What follows belongs to an exercise in optimizing a design on an open flow for small area, a short achievable clock period and few clock cycles per item; a production flow would make more cautious choices.
Only simulation tests tie the RTL to the original design; equivalence was not proved.

Design fpu_pipe_wrap, start of the top module:
module fpu_pipe_wrap #(
  parameter int TAG_W = 4
) (
  input  logic             clk,
  input  logic             rst,
  input  logic             in_valid,
  output logic             in_ready,
  input  logic [1:0]       in_opcode,
  input  logic             in_fmt,
  input  logic [31:0]      in_x,
  input  logic [31:0]      in_y,
  input  logic [TAG_W-1:0] in_tag,
  output logic             out_valid,
  input  logic             out_ready,
  output logic [31:0]      out_r,
  output logic [TAG_W-1:0] out_tag
);
For scale: roughly 4200 cells after synthesis, about 46 flip-flops, about 110 I/O pins, ~29000 µm² of cells after synthesis.
Settings: LEC_CHECK=0, ABC_AREA=1, CAP_MARGIN=20, CORE_MARGIN=2, CORE_UTILIZATION=70, SLEW_MARGIN=20; clock period 32.0 ns.
standard.sh (not shown) runs the stock make flow with config.mk's settings and CLKGATE_MAP_FILE= SYNTH_SCRIPT=/design/flow/synth_recipe.tcl, a recipe that flattens the netlist after the stock synthesis.
==> flow/flow/run.sh <==
#!/bin/bash
# Own layout flow: the standard ORFS flow (standard.sh) with stronger timing repair.
# The clock and the SDC are the design's; only the resizer's setup target is raised
# (SETUP_SLACK_MARGIN), so repair_timing works on the longest paths until their slack
# is that far above zero, and the ports get stronger buffers (BUFFER_PORTS_ARGS).
# Every tool's output goes to a log file in this folder.
set -e
export SETUP_SLACK_MARGIN=18.8
export TNS_END_PERCENT=10
export BUFFER_PORTS_ARGS="-buffer_cell sky130_fd_sc_hd__buf_2"
bash standard.sh > standard_flow.log 2>&1
Testbench counts at the start, summed over its fixed seeds: cycles 32,008, items 32,000.
Edit:
==> flow/flow/run.sh (replaced) <==
#!/bin/bash
# Own layout flow: the standard ORFS flow (standard.sh) with two changes.
# 1. Synthesis maps with ABC for area only (map -a instead of map -B 0.9 in the area
#    script that ABC_AREA=1 selects); registers and everything else in synthesis are as
#    in the standard flow.
# 2. Stronger timing repair: the clock and the SDC are the design's; only the resizer's
#    setup target is raised (SETUP_SLACK_MARGIN), so repair_timing works on the longest
#    paths until their slack is that far above zero, and the ports get buf_2 buffers.
# Every tool's output goes to a log file in this folder.
set -e
cp -r "$FLOW_HOME/scripts" ./scripts_local
printf 'strash\ndch\nmap -a\ntopo\nstime -c\nbuffer -c\nupsize -c\ndnsize -c\n' > scripts_local/abc_area.script
cat scripts_local/abc_area.script > abc_script.log
export SCRIPTS_DIR="$PWD/scripts_local"
export SETUP_SLACK_MARGIN=18.8
export TNS_END_PERCENT=10
export BUFFER_PORTS_ARGS="-buffer_cell sky130_fd_sc_hd__buf_2"
bash standard.sh > standard_flow.log 2>&1
Settings changed: CORE_UTILIZATION 70 to 55, PLACE_DENSITY set to 0.75.
What happened: The new run went through all stages and came out clean; count of clock-buffer cells in the layout climbs by 1; die area climbs by about 18%; synthesized area is lower by about 7%; sequential share of layout area came out higher by 0.17 points; register-to-register slack gets worse by 0.25 ns; cell count fell by about 7%; utilization decreases by 14 points; global-route usage fell by 9.5 points; critical path depth is unchanged; worst setup slack gains 0.015 ns.


Setup of lane 1:
fpu_pipe_wrap again, from the RTL that the note above started with.
clock: 32.0 ns
lec_check: 0
abc_area: 1
cap_margin: 20
core_margin: 2
core_utilization: 55
place_density: 0.75
slew_margin: 20
==> flow/flow/run.sh <==
#!/bin/bash
# Own layout flow: the standard ORFS flow (standard.sh) with these changes.
# 1. Synthesis: before the fine step's quick ABC pass, full adders are extracted as the
#    RTL writes them (extract_fa -fa), so that pass cannot flip their polarity and leave
#    inverters between them; the later adder step then runs as usual. ABC maps for area
#    with flow/abc_area.script (map -a, no upsizing), which replaces ORFS's area script
#    (ABC_AREA=1 selects it). Registers and every other synthesis step are as in the
#    standard flow.
# 2. Stronger timing repair: the clock and the SDC are the design's; only the resizer's
#    setup target is raised (SETUP_SLACK_MARGIN), so repair_timing works on the longest
#    paths until their slack is that far above zero, and the ports get buf_2 buffers.
# Every tool's output goes to a log file in this folder (ORFS's own logs under orfs/logs).
set -e
cp -r "$FLOW_HOME/scripts" ./scripts_local
cp flow/abc_area.script scripts_local/abc_area.script
old='  synth -top $::env(DESIGN_NAME) -run fine: {*}$synth_full_args'
grep -qxF "$old" scripts_local/synth.tcl
awk -v old="$old" '
  $0 == old {
    print "  synth -top $::env(DESIGN_NAME) -run fine: -noabc {*}$synth_full_args"
    print "  extract_fa -fa"
    print "  abc -fast"
    print "  opt -fast"
    next
  }
  { print }' scripts_local/synth.tcl > scripts_local/synth.tcl.new
mv scripts_local/synth.tcl.new scripts_local/synth.tcl
# the adder step extracts full adders only (half adders stay plain logic for ABC)
sed -i 's/^  extract_fa {\*}\[dont_use_extract_fa_args\]$/  extract_fa -fa/' scripts_local/synth.tcl
grep -qxF "  extract_fa -fa" scripts_local/synth.tcl
grep -qxF "  extract_fa -fa" scripts_local/synth.tcl
diff "$FLOW_HOME/scripts/synth.tcl" scripts_local/synth.tcl > synth_tcl_patch.log || true
cat scripts_local/abc_area.script > abc_script.log
export SCRIPTS_DIR="$PWD/scripts_local"
export SETUP_SLACK_MARGIN=18.8
export TNS_END_PERCENT=10
export BUFFER_PORTS_ARGS="-buffer_cell sky130_fd_sc_hd__buf_2"
bash standard.sh > standard_flow.log 2>&1
==> flow/flow/abc_area.script <==
strash
dch
map -a
topo
stime -c
buffer -c
dnsize -c
Testbench counts of lane 1, summed over its fixed seeds: cycles 32,008, items 32,000.
#### Input delta (lane 2 over lane 1)
- PLACE_DENSITY removed (was 0.75)
==> flow/flow/run.sh <==
#!/bin/bash
# Own layout flow: the standard ORFS flow (standard.sh) with two changes.
# 1. Synthesis maps with ABC for area only (map -a instead of map -B 0.9 in the area
#    script that ABC_AREA=1 selects); registers and everything else in synthesis are as
#    in the standard flow.
# 2. Stronger timing repair: the clock and the SDC are the design's; only the resizer's
#    setup target is raised (SETUP_SLACK_MARGIN), so repair_timing works on the longest
#    paths until their slack is that far above zero, and the ports get buf_2 buffers.
# Every tool's output goes to a log file in this folder.
set -e
cp -r "$FLOW_HOME/scripts" ./scripts_local
printf 'strash\ndch\nmap -a\ntopo\nstime -c\nbuffer -c\nupsize -c\ndnsize -c\n' > scripts_local/abc_area.script
cat scripts_local/abc_area.script > abc_script.log
export SCRIPTS_DIR="$PWD/scripts_local"
export SETUP_SLACK_MARGIN=18.8
export TNS_END_PERCENT=10
export BUFFER_PORTS_ARGS="-buffer_cell sky130_fd_sc_hd__buf_2"
bash standard.sh > standard_flow.log 2>&1
removed: flow/flow/abc_area.script
Results
The clock network area share on lane 1 is in line with that on lane 2.
Net count after synthesis of lane 2 exceeds that of lane 1 by a little under 10%.
Lane 2 vs lane 1: wire length of the first global-routing pass up by a few percent
The lower die area came out of lane 1.
diff inputs: lane 2 => lane 3
- PLACE_DENSITY: unset -> 0.75
==> flow/flow/run.sh <==
#!/bin/bash
# Own layout flow: the standard ORFS flow (standard.sh) with these changes.
# 1. Synthesis: before the fine step's quick ABC pass, full adders are extracted as the
#    RTL writes them (extract_fa -fa), so that pass cannot flip their polarity and leave
#    inverters between them; the later adder step then runs as usual. ABC maps for area
#    with flow/abc_area.script (map -a, no upsizing), which replaces ORFS's area script
#    (ABC_AREA=1 selects it). Registers and every other synthesis step are as in the
#    standard flow.
# 2. Stronger timing repair: the clock and the SDC are the design's; only the resizer's
#    setup target is raised (SETUP_SLACK_MARGIN), so repair_timing works on the longest
#    paths until their slack is that far above zero, and the ports get buf_2 buffers.
# Every tool's output goes to a log file in this folder (ORFS's own logs under orfs/logs).
set -e
cp -r "$FLOW_HOME/scripts" ./scripts_local
cp flow/abc_area.script scripts_local/abc_area.script
old='  synth -top $::env(DESIGN_NAME) -run fine: {*}$synth_full_args'
grep -qxF "$old" scripts_local/synth.tcl
awk -v old="$old" '
  $0 == old {
    print "  synth -top $::env(DESIGN_NAME) -run fine: -noabc {*}$synth_full_args"
    print "  extract_fa -fa"
    print "  abc -fast"
    print "  opt -fast"
    next
  }
  { print }' scripts_local/synth.tcl > scripts_local/synth.tcl.new
mv scripts_local/synth.tcl.new scripts_local/synth.tcl
grep -qxF "  extract_fa -fa" scripts_local/synth.tcl
diff "$FLOW_HOME/scripts/synth.tcl" scripts_local/synth.tcl > synth_tcl_patch.log || true
cat scripts_local/abc_area.script > abc_script.log
export SCRIPTS_DIR="$PWD/scripts_local"
export SETUP_SLACK_MARGIN=18.6
export TNS_END_PERCENT=10
export BUFFER_PORTS_ARGS="-buffer_cell sky130_fd_sc_hd__buf_2"
bash standard.sh > standard_flow.log 2>&1
==> flow/flow/abc_area.script (new file) <==
strash
dch
map -a
topo
stime -c
buffer -c
dnsize -c
==> comparison <==
Looking at lane 3 and lane 2, the peak clock frequency supported by timing is a wash.
Diff lane 2 -> lane 3 | clock period minus worst slack | decrease of 0.027 ns
Having completed the whole flow, lane 3 delivered a layout that passed the timing, DRC and antenna checks.
Lane 2 completed end to end with timing, DRC and antenna clean.
On total number of multi-input combinational cells, lane 3 and lane 2 are neck and neck.
Lane 3 ended up with sky130_fd_sc_hd__nor2_1 as its commonest non-fill, non-tap cell in the layout; lane 2 ended up with sky130_fd_sc_hd__nand2_1.


fpu_pipe_wrap again, from the RTL that the note above started with.
clock: 32.0 ns
lec_check: 0
abc_area: 1
cap_margin: 20
core_margin: 2
core_utilization: 55
slew_margin: 20
==> flow/flow/run.sh <==
#!/bin/bash
# Own layout flow: the standard ORFS flow (standard.sh) with two changes.
# 1. Synthesis maps with ABC for area only (map -a instead of map -B 0.9 in the area
#    script that ABC_AREA=1 selects); registers and everything else in synthesis are as
#    in the standard flow.
# 2. Stronger timing repair: the clock and the SDC are the design's; only the resizer's
#    setup target is raised (SETUP_SLACK_MARGIN), so repair_timing works on the longest
#    paths until their slack is that far above zero, and the ports get buf_2 buffers.
# Every tool's output goes to a log file in this folder.
set -e
cp -r "$FLOW_HOME/scripts" ./scripts_local
printf 'strash\ndch\nmap -a\ntopo\nstime -c\nbuffer -c\nupsize -c\ndnsize -c\n' > scripts_local/abc_area.script
cat scripts_local/abc_area.script > abc_script.log
export SCRIPTS_DIR="$PWD/scripts_local"
export SETUP_SLACK_MARGIN=18.5
export TNS_END_PERCENT=10
export BUFFER_PORTS_ARGS="-buffer_cell sky130_fd_sc_hd__buf_2"
bash standard.sh > standard_flow.log 2>&1
Testbench counts at the start, summed over its fixed seeds: cycles 32,008, items 32,000.
Rerun with:
--- a/flow/config.mk
+++ b/flow/config.mk
@@ -10,3 +10,4 @@
 export CORE_MARGIN = 2
 export CORE_UTILIZATION = 55
+export PLACE_DENSITY = 0.75
 export SLEW_MARGIN = 20
After rerunning: The changed run went through all stages and came out clean; area after synthesis is unchanged; clock skew barely changes; final area went down by 1.8%; setup slack degrades by 0.094 ns; die area does not change.
Rerun with:
==> flow/flow/run.sh (replaced) <==
#!/bin/bash
# Own layout flow: the standard ORFS flow (standard.sh) with two changes.
# 1. Synthesis maps with ABC for area: flow/abc_area.script replaces ORFS's area script
#    (which ABC_AREA=1 selects). Registers and every other synthesis step are as in the
#    standard flow; the resizer later buffers and sizes the gates for timing.
# 2. Stronger timing repair: the clock and the SDC are the design's; only the resizer's
#    setup target is raised (SETUP_SLACK_MARGIN), so repair_timing works on the longest
#    paths until their slack is that far above zero, and the ports get buf_2 buffers.
# Every tool's output goes to a log file in this folder.
set -e
cp -r "$FLOW_HOME/scripts" ./scripts_local
cp flow/abc_area.script scripts_local/abc_area.script
cat scripts_local/abc_area.script > abc_script.log
export SCRIPTS_DIR="$PWD/scripts_local"
export SETUP_SLACK_MARGIN=18.8
export TNS_END_PERCENT=10
export BUFFER_PORTS_ARGS="-buffer_cell sky130_fd_sc_hd__buf_2"
bash standard.sh > standard_flow.log 2>&1
==> flow/flow/abc_area.script (new file) <==
strash
dc2
dch
map -D 1500
topo
stime -c
buffer -c
upsize -c
dnsize -c
--- a/flow/config.mk
+++ b/flow/config.mk
@@ -10,4 +10,3 @@
 export CORE_MARGIN = 2
 export CORE_UTILIZATION = 55
-export PLACE_DENSITY = 0.75
 export SLEW_MARGIN = 20
Non-clock buffer count rises by 137; via count rose by 3.4%.
Rerun with:
==> flow/flow/abc_area.script (replaced) <==
strash
dc2
dch
map -a
topo
stime -c
buffer -c
upsize -c
dnsize -c
After rerunning: Critical path depth went up by 54. Synthesized area went down by 3.1%. Global-route usage went up by 2.1 points. Hold slack improves by 0.099 ns. Clock skew stays flat. Final area went down by 3.1%. Die area went down by about 3%.

[what the ideal ports hide]
The results above use ideal ports. As a check the final layouts listed here were re-extracted and re-timed, cells and wires unchanged.
Step 1, drivers: a clkbuf_16 drives clk and a buf_2 each remaining input, both assumed.
Step 2 also shifts input and output timing later by t, the mid clock arrival at the registers, as if the neighbouring blocks saw the same clock.
Three values: no drivers, after step 1, after step 2; two values: the first two.
| run | shift t [ns] | setup WS [ns] | worst register clock-pin slew, ns |
|---|---|---|---|
| the first run of note 1 | 0.351 | 18.805 / 18.784 / 18.566 | 0.08 / 0.08 |
| the second run of note 1 | 0.330 | 18.820 / 18.799 / 18.611 | 0.07 / 0.07 |
| lane 1 | 0.331 | 18.803 / 18.785 / 18.520 | 0.08 / 0.08 |
| lane 2 | 0.329 | 18.795 / 18.777 / 18.664 | 0.07 / 0.07 |
| lane 3 | 0.333 | 18.822 / 18.798 / 18.516 | 0.07 / 0.07 |
| the first run of note 3 | 0.332 | 18.783 / 18.774 / 18.463 | 0.07 / 0.07 |
| the second run of note 3 | 0.333 | 18.689 / 18.709 / 18.377 | 0.07 / 0.07 |
| the third run of note 3 | 0.332 | 18.795 / 18.727 / 18.396 | 0.07 / 0.07 |
| the fourth run of note 3 | 0.326 | 17.004 / 16.865 / 16.539 | 0.07 / 0.07 |
After both steps every run listed still meets setup and hold. For the fourth run of note 3, which loses most, drivers alone change the setup slack by -0.139 ns; drivers and shift together by -0.465 ns.
